This is an optimization exercise on Yosys and OpenROAD, whose aim is small area, a short achievable clock period and few clock cycles, not a production implementation.
In this exercise RTL edits were held to simulation tests only and were not proved equivalent to the original.
Power and IR drop assume default switching activity.

lane 1:
==> flow/design.v <==
package ptts_pkg;
    localparam int NUM_SLOTS = 16;
    localparam int IDX_W     = (NUM_SLOTS > 1) ? $clog2(NUM_SLOTS) : 1;
    localparam int SLOT_W    = 4;
    localparam logic [2:0] CMD_ADD  = 3'd0;
    localparam logic [2:0] CMD_DEL  = 3'd1;
    localparam logic [2:0] CMD_QRY  = 3'd2;
    localparam logic [2:0] CMD_TICK = 3'd3;
    localparam logic [2:0] CMD_DSP  = 3'd4;
    localparam logic [1:0] ST_RUNNABLE = 2'd0;
    localparam logic [1:0] ST_RUNNING  = 2'd1;
    localparam logic [1:0] ST_STOPPED  = 2'd2;
    localparam logic [1:0] ST_ERROR    = 2'd3;
    localparam logic [1:0] K_ADD  = 2'd0;
    localparam logic [1:0] K_DEL  = 2'd1;
    localparam logic [1:0] K_STAT = 2'd2;
    localparam logic [1:0] K_FIRE = 2'd3;
    localparam logic [15:0] TICK_DIV_RST = 16'd392;
    typedef struct packed {
        logic [2:0]  cmd;
        logic [7:0]  task_key;
        logic [15:0] period;
    } t_item;
    typedef struct packed {
        logic [1:0] resp_kind;
        logic [7:0] out_task;
        logic [3:0] slot_index;
        logic [1:0] task_status;
        logic       ok;
        logic       last;
    } t_result;
    typedef struct packed {
        logic             accept;
        logic             scan;
        logic             flush;
        logic             last_slot;
        logic [IDX_W-1:0] idx;
        logic [2:0]       op;
    } t_dp_ctl;
    typedef struct packed {
        logic hit;
        logic wrap;
    } t_dp_sts;
endpackage
import ptts_pkg::*;
module periodic_task_table_scheduler (
    input  logic              i_clk,
    input  logic              i_rst_n,
    input  logic              start,
    output logic              busy,
    input  logic [26:0]       i_item,
    output logic              o_result_valid,
    output logic [17:0]       o_result,
    input  logic              i_cfg_valid,
    output logic              o_cfg_ready,
    input  logic [15:0]       i_cfg_data
);
    localparam int N = NUM_SLOTS;
    function automatic logic [N-1:0] first_one(input logic [N-1:0] v);
        logic seen;
        seen = 1'b0;
        for (int i = 0; i < N; i++) begin
            first_one[i] = v[i] && !seen;
            seen = seen | v[i];
        end
    endfunction
    function automatic logic [3:0] first_idx(input logic [N-1:0] v);
        first_idx = '0;
        for (int i = N - 1; i >= 0; i--) begin
            if (v[i]) first_idx = 4'(i);
        end
    endfunction
    function automatic logic many(input logic [N-1:0] v);
        logic seen;
        seen = 1'b0;
        many = 1'b0;
        for (int i = 0; i < N; i++) begin
            many = many | (seen && v[i]);
            seen = seen | v[i];
        end
    endfunction
    logic [7:0]   r_key [N];
    logic [15:0]  r_per [N];
    logic [15:0]  r_cd  [N];
    logic [N-1:0] r_run;
    logic [N-1:0] r_zero;        
    logic [15:0]  r_tick_div;
    logic [15:0]  r_pre;
    logic         r_wrap;        
    logic         r_busy;
    logic         r_vld;
    logic [17:0]  r_out;
    logic [N-1:0] r_pm;
    logic [2:0]  cmd;
    logic [7:0]  key_in;
    logic [15:0] per_in;
    assign cmd    = i_item[26:24];
    assign key_in = i_item[23:16];
    assign per_in = i_item[15:0];
    logic accept;
    assign accept = start && !r_busy;
    assign busy           = r_busy;
    assign o_cfg_ready    = !r_busy && !start;
    assign o_result_valid = r_vld;
    assign o_result       = r_out;
    logic [N-1:0] match, zero, due, per_zero, cd_one;
    logic [15:0]  borrow [N];
    always_comb begin
        for (int i = 0; i < N; i++) begin
            match[i] = (r_key[i] == key_in);
            zero[i]  = r_zero[i];
            per_zero[i] = (r_per[i] == '0);
            cd_one[i]   = (r_cd[i] == 16'd1);
            due[i]   = r_run[i] && zero[i];
            for (int b = 0; b < 16; b++) borrow[i][b] = ~|(r_cd[i] & ~(16'hFFFF << b));
        end
    end
    logic [N-1:0] fire, fire1, free1, match1;
    logic [3:0]   fire_idx, free_idx, match_idx;
    logic         fire_any, fire_many, free_any, match_any;
    logic [7:0]   fire_key;
    logic         match_run;
    assign fire      = r_busy ? r_pm : due;
    assign fire1     = first_one(fire);
    assign fire_idx  = first_idx(fire);
    assign fire_any  = |fire;
    assign fire_many = many(fire);
    assign free1     = first_one(~r_run);
    assign free_idx  = first_idx(~r_run);
    assign free_any  = ~&r_run;
    assign match1    = first_one(match);
    assign match_idx = first_idx(match);
    assign match_any = |match;
    always_comb begin
        fire_key  = '0;
        match_run = 1'b0;
        for (int i = 0; i < N; i++) begin
            fire_key  = fire_key | (fire1[i] ? r_key[i] : 8'd0);
            match_run = match_run | (match1[i] && r_run[i]);
        end
    end
    logic        n_vld, n_busy;
    logic [17:0] n_out;
    always_comb begin
        n_busy = 1'b0;
        n_vld  = 1'b0;
        n_out  = {K_FIRE, fire_key, fire_idx, ST_RUNNABLE, 1'b1, !fire_many};
        if (r_busy) begin
            n_vld  = 1'b1;
            n_busy = fire_many;
        end else if (accept) begin
            case (cmd)
                CMD_ADD: begin
                    n_vld = 1'b1;
                    n_out = free_any ? {K_ADD, key_in, free_idx, ST_RUNNABLE, 1'b1, 1'b1}
                                     : {K_ADD, key_in, 4'd0, ST_ERROR, 1'b0, 1'b1};
                end
                CMD_DEL: begin
                    n_vld = 1'b1;
                    n_out = match_any ? {K_DEL, key_in, match_idx, ST_STOPPED, 1'b1, 1'b1}
                                      : {K_DEL, key_in, 4'd0, ST_ERROR, 1'b0, 1'b1};
                end
                CMD_QRY: begin
                    n_vld = 1'b1;
                    n_out = match_any ? {K_STAT, key_in, match_idx,
                                         (match_run ? ST_RUNNABLE : ST_STOPPED), 1'b0, 1'b1}
                                      : {K_STAT, key_in, 4'd0, ST_ERROR, 1'b0, 1'b1};
                end
                CMD_DSP: begin
                    n_vld  = fire_any;
                    n_busy = fire_many;
                end
                default: ;
            endcase
        end
    end
    logic do_add, do_del, do_tick, do_dsp, cfg_we, n_wrap;
    assign do_add  = accept && (cmd == CMD_ADD);
    assign do_del  = accept && (cmd == CMD_DEL);
    assign do_tick = accept && (cmd == CMD_TICK);
    assign do_dsp  = accept && (cmd == CMD_DSP);
    assign cfg_we  = !r_busy && !start && i_cfg_valid;
    always_comb begin
        if (cfg_we)
            n_wrap = ({1'b0, r_pre} + 17'd1) >= {1'b0, i_cfg_data};
        else if (do_tick)
            n_wrap = r_wrap ? (r_tick_div <= 16'd1)
                            : (({1'b0, r_pre} + 17'd2) >= {1'b0, r_tick_div});
        else
            n_wrap = r_wrap;
    end
    always_ff @(posedge i_clk) begin
        if (!i_rst_n) begin
            r_busy     <= 1'b0;
            r_vld      <= 1'b0;
            r_pm       <= '0;
            r_run      <= '0;
            r_pre      <= '0;
            r_tick_div <= TICK_DIV_RST;
            r_wrap     <= 1'b0;
            for (int i = 0; i < N; i++) r_key[i] <= '0;
        end else begin
            r_busy <= n_busy;
            r_vld  <= n_vld;
            if (r_busy || do_dsp) r_pm <= fire & ~fire1;
            r_wrap <= n_wrap;
            if (cfg_we) r_tick_div <= i_cfg_data;
            if (do_tick) r_pre <= r_wrap ? 16'd0 : r_pre + 16'd1;
            for (int i = 0; i < N; i++) begin
                if (do_add && free1[i]) begin
                    r_key[i] <= key_in;
                    r_run[i] <= 1'b1;
                end
                if (do_del && match1[i]) r_run[i] <= 1'b0;
            end
        end
    end
    always_ff @(posedge i_clk) begin
        r_out <= n_out;
    end
    always_ff @(posedge i_clk) begin
        for (int i = 0; i < N; i++) begin
            if (do_add && free1[i]) begin
                r_per[i]  <= per_in;
                r_cd[i]   <= per_in;
                r_zero[i] <= (per_in == '0);
            end else begin
                if (do_dsp && due[i])
                    r_zero[i] <= per_zero[i];
                else if (do_tick && r_wrap && r_run[i] && !zero[i])
                    r_zero[i] <= cd_one[i];
                r_cd[i]  <= (r_cd[i] ^ (borrow[i] & {16{do_tick && r_wrap && r_run[i] && !zero[i]}}))
                          | (r_per[i] & {16{do_dsp && due[i]}});
            end
        end
    end
endmodule
Settings: LEC_CHECK=0, CAP_MARGIN=20, CORE_MARGIN=2, CORE_UTILIZATION=65, SETUP_SLACK_MARGIN=3.2, SLEW_MARGIN=20; clock period 6.0 ns.
run.sh (not shown) runs the stock make flow with config.mk's settings and CLKGATE_MAP_FILE= SYNTH_SCRIPT=/design/flow/synth_recipe.tcl, a recipe that flattens the netlist after the stock synthesis.
Testbench counts of lane 1, summed over its fixed seeds: cycles 21,292.
Modified inputs, lane 2 compared to lane 1
--- a/flow/design.v
+++ b/flow/design.v
@@ -84,7 +84,8 @@
     logic [15:0]  r_cd  [N];
     logic [N-1:0] r_run;
     logic [N-1:0] r_zero;        
-    logic [15:0]  r_tick_div;
+    logic [15:0]  r_div_m2;
+    logic         r_div_le1;
     logic [15:0]  r_pre;
     logic         r_wrap;        
     logic         r_busy;
@@ -184,8 +185,7 @@
         if (cfg_we)
             n_wrap = ({1'b0, r_pre} + 17'd1) >= {1'b0, i_cfg_data};
         else if (do_tick)
-            n_wrap = r_wrap ? (r_tick_div <= 16'd1)
-                            : (({1'b0, r_pre} + 17'd2) >= {1'b0, r_tick_div});
+            n_wrap = r_div_le1 || (!r_wrap && (r_pre >= r_div_m2));
         else
             n_wrap = r_wrap;
     end
@@ -196,19 +196,21 @@
             r_pm       <= '0;
             r_run      <= '0;
             r_pre      <= '0;
-            r_tick_div <= TICK_DIV_RST;
+            r_div_m2   <= TICK_DIV_RST - 16'd2;
+            r_div_le1  <= 1'b0;
             r_wrap     <= 1'b0;
-            for (int i = 0; i < N; i++) r_key[i] <= '0;
         end else begin
             r_busy <= n_busy;
             r_vld  <= n_vld;
             if (r_busy || do_dsp) r_pm <= fire & ~fire1;
             r_wrap <= n_wrap;
-            if (cfg_we) r_tick_div <= i_cfg_data;
+            if (cfg_we) begin
+                r_div_m2  <= i_cfg_data - 16'd2;
+                r_div_le1 <= (i_cfg_data <= 16'd1);
+            end
             if (do_tick) r_pre <= r_wrap ? 16'd0 : r_pre + 16'd1;
             for (int i = 0; i < N; i++) begin
                 if (do_add && free1[i]) begin
-                    r_key[i] <= key_in;
                     r_run[i] <= 1'b1;
                 end
                 if (do_del && match1[i]) r_run[i] <= 1'b0;
@@ -217,6 +219,13 @@
     end
     always_ff @(posedge i_clk) begin
         r_out <= n_out;
+    end
+    logic [7:0] key_wr;
+    assign key_wr = key_in & {8{i_rst_n}};
+    always_ff @(posedge i_clk) begin
+        for (int i = 0; i < N; i++) begin
+            if (!i_rst_n || (do_add && free1[i])) r_key[i] <= key_wr;
+        end
     end
     always_ff @(posedge i_clk) begin
         for (int i = 0; i < N; i++) begin
==> results.txt <==
The met2 routing resource usage after global routing in lane 2 sits 1.3 points below the value recorded for lane 1.
[compare] base=lane 1 new=lane 2: fraction of the yosys area taken by sequential cells moved up; number of well taps moved down; part of the power in combinational logic moved up; final cell count moved down; proportion of power drawn by the clock network moved down.
Run comparison: lane 1 slowest cell on the critical path sky130_fd_sc_hd__and4bb_4; lane 2 slowest cell on the critical path sky130_fd_sc_hd__or4_4
In the tables for lane 1 and lane 2, total of clock buffers placed in the layout reads lower with lane 2.
Lane 1 has a lower part of the cycle the worst path needs than lane 2.
Changes observed in lane 2 relative to lane 1: power higher, signed area change from the synthesized netlist to the final layout higher, design area moved up.
Total standard cell area after synthesis for lane 2 is lower than for lane 1.
Testbench counts of lane 2, summed over its fixed seeds: cycles 21,292.

[static timing again, ports no longer ideal]
Ports are ideal in the flow. The routed layouts listed here were re-timed in OpenROAD.
Step 1 (the two cells are an assumption about what drives the block):
set clk [get_ports {i_clk}]
set_driving_cell -lib_cell sky130_fd_sc_hd__clkbuf_16 $clk
set_driving_cell -lib_cell sky130_fd_sc_hd__buf_2 [delete_from_list [all_inputs] $clk]
Step 2, shift: input delay + t, output delay - t, t = (earliest + latest rising clock arrival at the registers) / 2. This alone moves slack from input paths to output paths.
Slacks: no drivers / after step 1 / after step 2; pairs: no drivers / after step 1.
| run | shift t [ns] | setup slack, ns | hold WS [ns] | slew at the worst register clock pin (ns) | worst slew at a driven data input, ns |
|---|---|---|---|---|---|
| lane 1 | 0.688 | 3.136 / 3.054 / 2.367 | 0.456 / 0.456 / 0.456 | 0.07 / 0.07 | 0.24 |
| lane 2 | 0.678 | 2.932 / 2.937 / 2.259 | 0.467 / 0.467 / 0.467 | 0.07 / 0.07 | 0.07 |
After both steps setup and hold are still met in every run listed. For lane 1, which loses most, drivers alone change the setup slack by -0.082 ns; drivers and shift together by -0.769 ns.
